This is an optimization exercise on Yosys and OpenROAD, whose aim is small area and a short achievable clock period, not a production implementation.
The RTL was checked by simulation tests, not by an equivalence proof against the original design.
No activity file was given, so power comes from the tool's default toggle rates.

Setup of JK:
==> flow/design.v (excerpt) <==
module rs_decoder_top (
  input  logic               iclk,
  input  logic               ireset,
  input  logic               iclkena,
  input  logic               isop,
  input  logic               ival,
  input  rs_gf_pkg::data_t   idat,
  output logic               oerr_val,
  output rs_frame_pkg::pos_t oerr_pos,
  output rs_gf_pkg::data_t   oerr_mag,
  output logic               oframe_done,
  output rs_frame_pkg::cnt_t oerr_cnt,
  output logic               odecfail,
  output rs_frame_pkg::tag_t otag
);
  logic  sym_val;
  logic  sym_first;
  rs_gf_pkg::data_t sym_dat;
  logic  synd_val;
  rs_gf_pkg::data_t [1:16] syndrome;
  logic  loc_val;
  logic  loc_take;
  rs_gf_pkg::data_t [0:8] loc_poly;
  rs_gf_pkg::data_t [0:8-1] omega_poly;
  rs_frame_pkg::cnt_t  loc_len;
  logic  loc_fail;
  rs_symbol_framer framer0 (
    .iclk      (iclk),
    .ireset    (ireset),
    .iclkena   (iclkena),
    .isop      (isop),
    .ival      (ival),
    .idat      (idat),
    .sym_val   (sym_val),
    .sym_first (sym_first),
    .sym_dat   (sym_dat),
    .synd_val  (synd_val)
  );
  for (genvar g = 0; g < 16; g++) begin : g_synd
    rs_syndrome_cell #(
      .root_idx (g)
    ) cell0 (
      .iclk      (iclk),
      .sym_val   (sym_val),
      .sym_first (sym_first),
      .sym_dat   (sym_dat),
      .syndrome  (syndrome[g+1])
    );
  end
  rs_berlekamp_ribm ribm0 (
    .iclk       (iclk),
    .ireset     (ireset),
    .synd_val   (synd_val),
    .syndrome   (syndrome),
    .loc_take   (loc_take),
    .loc_val    (loc_val),
    .loc_poly   (loc_poly),
    .omega_poly (omega_poly),
    .loc_len    (loc_len),
    .loc_fail   (loc_fail)
  );
  rs_chien_forney chien0 (
    .iclk        (iclk),
    .ireset      (ireset),
    .iclkena     (iclkena),
    .loc_val     (loc_val),
    .loc_poly    (loc_poly),
    .omega_poly  (omega_poly),
    .loc_len     (loc_len),
    .loc_fail    (loc_fail),
    .loc_take    (loc_take),
    .oerr_val    (oerr_val),
    .oerr_pos    (oerr_pos),
    .oerr_mag    (oerr_mag),
    .oframe_done (oframe_done),
    .oerr_cnt    (oerr_cnt),
    .odecfail    (odecfail),
    .otag        (otag)
  );
endmodule
For scale: ~3300 cells after synthesis, ~690 flip-flops, about 40 I/O pins, roughly 0.037 mm² of cells after synthesis.
==> flow/config.mk <==
export PLATFORM = sky130hd
export DESIGN_NAME = rs_decoder_top
export DESIGN_NICKNAME = rs_decoder_top
export VERILOG_FILES = /design/flow/design.v
export SDC_FILE = /design/flow/constraint.sdc
export NUM_CORES = 4
export LEC_CHECK = 0
export CAP_MARGIN = 20
export CORE_MARGIN = 2
export CORE_UTILIZATION = 60
export CTS_CLUSTER_DIAMETER = 100
export CTS_CLUSTER_SIZE = 22
export SLEW_MARGIN = 20
==> flow/constraint.sdc <==
create_clock -name core_clock -period 22.0 [get_ports {iclk}]
set_input_delay 4.4000 -clock core_clock [delete_from_list [all_inputs] [get_ports {iclk}]]
set_output_delay 4.4000 -clock core_clock [all_outputs]
set_load 0.01 [all_outputs]
standard.sh (not shown) runs the stock make flow with config.mk's settings and CLKGATE_MAP_FILE= SYNTH_SCRIPT=/design/flow/synth_recipe.tcl, a recipe that flattens the netlist after the stock synthesis.
==> flow/flow/run.sh <==
#!/bin/bash
# Standard layout, with the setup repair aiming well below the clock period:
# the clock and constraints are unchanged, repair_timing just works until
# the worst path is at most TARGET ns long.
set -euo pipefail
TARGET=${TARGET:-5.4}
export SETUP_SLACK_MARGIN=$(python3 -c "print(round($FLOW_PERIOD_NS - $TARGET, 3))")
bash standard.sh > standard_flow.log 2>&1
Every stage of the flow completed for JK, and the final layout passed the timing, DRC and antenna checks.
The inputs of MS differ from those of JK as listed below.
- changing CORE_UTILIZATION from 60 to 55
- changing CTS_CLUSTER_SIZE from 22 to 26
- changing CTS_CLUSTER_DIAMETER from 100 to 120
--- a/flow/flow/run.sh
+++ b/flow/flow/run.sh
@@ -6 +6 @@
-TARGET=${TARGET:-5.4}
+TARGET=${TARGET:-5.6}
Notes after the runs:
MS ran to completion and came out clean on the timing, DRC and antenna checks.
Looking at worst setup path endpoint, the oerr_pos[2] result is from MS; the oerr_pos[0] one comes from JK.
Going from JK to MS, overall routed net length now sits higher; path length in cells of the critical path now sits at about the same level; clock skew now sits higher; area taken by multi-input logic gates now sits at about the same level; total vias in the final route now sits lower.
On first-iteration DRC count, MS does worse than JK.
Going from JK to MS, die area grew by a little under 10%.
Re number of antenna repair diodes: no difference whatsoever between MS and JK.
Required time of the worst setup path delta (JK -> MS): insignificant
For AL, these inputs were changed with respect to MS:
- a change of SLEW_MARGIN from 20 to 0
- a change of CORE_UTILIZATION from 55 to 60
- a change of CAP_MARGIN from 20 to 0
- a change of CTS_CLUSTER_DIAMETER from 120 to 100
- a change of CTS_CLUSTER_SIZE from 26 to 22
- Between MS and AL, the detail-routed net length per standard cell figures differ only marginally.
- When AL is measured against MS, its first-pass GRT wire length turns out about 0.7% lower.
- Diff MS and AL: total wirelength of the detailed-routed design higher in MS
- Between MS and AL, the worst hold slack figures differ only marginally.
- Worst setup slack: AL better than MS
- The portion of total power attributed to the clock network number comes out higher for AL vs MS.
Setup changes, AL to TR
- swapping 0 for 20 in SLEW_MARGIN
- swapping 0 for 20 in CAP_MARGIN
### Flow results
For critical path depth, TR and AL come out practically identical. TR: full flow OK, the timing, DRC and antenna checks passed. TR -> AL: switching part of the total flat. Between TR and AL, the total net switching power figures differ only marginally. Taking AL as the reference, in TR power neither gained nor lost much, proportion of synthesized chip area in sequential cells closely matched the old numbers, number of antenna violations at the first check in global routing about even. On final instance area, AL and TR are basically level. TR -> AL: post-route clock period utilization flat.

rs_decoder_top, a different RTL version from the one above (not shown whole).
For scale: ~3300 cells after synthesis, about 700 flip-flops, about 37000 sq um of cells after synthesis.
==> flow/config.mk <==
export PLATFORM = sky130hd
export DESIGN_NAME = rs_decoder_top
export DESIGN_NICKNAME = rs_decoder_top
export VERILOG_FILES = /design/flow/design.v
export SDC_FILE = /design/flow/constraint.sdc
export NUM_CORES = 4
export LEC_CHECK = 0
export CAP_MARGIN = 20
export CORE_MARGIN = 2
export CORE_UTILIZATION = 40
export SLEW_MARGIN = 20
==> flow/constraint.sdc <==
create_clock -name core_clock -period 22.0 [get_ports {iclk}]
set_input_delay 4.4000 -clock core_clock [delete_from_list [all_inputs] [get_ports {iclk}]]
set_output_delay 4.4000 -clock core_clock [all_outputs]
set_load 0.01 [all_outputs]
==> flow/flow/run.sh <==
#!/bin/bash
# Standard layout, with the setup repair aiming well below the clock period:
# the clock and constraints are unchanged, repair_timing just works until
# the worst path is at most TARGET ns long.
set -euo pipefail
TARGET=${TARGET:-5.6}
export SETUP_SLACK_MARGIN=$(python3 -c "print(round($FLOW_PERIOD_NS - $TARGET, 3))")
bash standard.sh > standard_flow.log 2>&1
The first run passed the timing, DRC and antenna checks.
==> next run, changes <==
--- a/flow/config.mk
+++ b/flow/config.mk
@@ -8,4 +8,6 @@
 export CAP_MARGIN = 20
 export CORE_MARGIN = 2
-export CORE_UTILIZATION = 40
+export CORE_UTILIZATION = 55
+export CTS_CLUSTER_DIAMETER = 120
+export CTS_CLUSTER_SIZE = 26
 export SLEW_MARGIN = 20
Synthesized cell count is unchanged.
First-iteration DRC count is higher by about 7%.
Sequential power is about the same.
Via count goes up by 0.64%.
Maximum frequency barely changes.

re-timing with driven ports:
In the flow no input, the clock included, has a driving cell. The finished layouts below were timed again as built, in two steps. Step 1, drivers: a clkbuf_16 drives iclk and a buf_2 each remaining input, both assumed. Step 2, shift: input delay + t, output delay - t, t = (earliest + latest rising clock arrival at the registers) / 2. This alone moves slack from input paths to output paths. a / b / c = no drivers / after step 1 / after step 2; a / b = the first two.
run	t, ns	setup slack, ns	latest minus earliest clock arrival (ns)	cell pins on the clock port's net
JK	0.651	16.457 / 16.393 / 16.194	0.031 / 0.031	1
MS	0.714	16.368 / 16.301 / 15.811	0.046 / 0.046	1
AL	0.653	16.439 / 16.373 / 16.076	0.039 / 0.039	1
TR	0.652	16.441 / 16.375 / 16.084	0.038 / 0.038	1
the first run of note 2	0.680	16.386 / 16.319 / 15.842	0.026 / 0.026	1
the second run of note 2	0.719	16.384 / 16.319 / 15.834	0.034 / 0.034	1
After both steps setup and hold are still met in every run listed. For MS, which loses most, drivers alone change the setup slack by -0.067 ns; drivers and shift together by -0.557 ns.
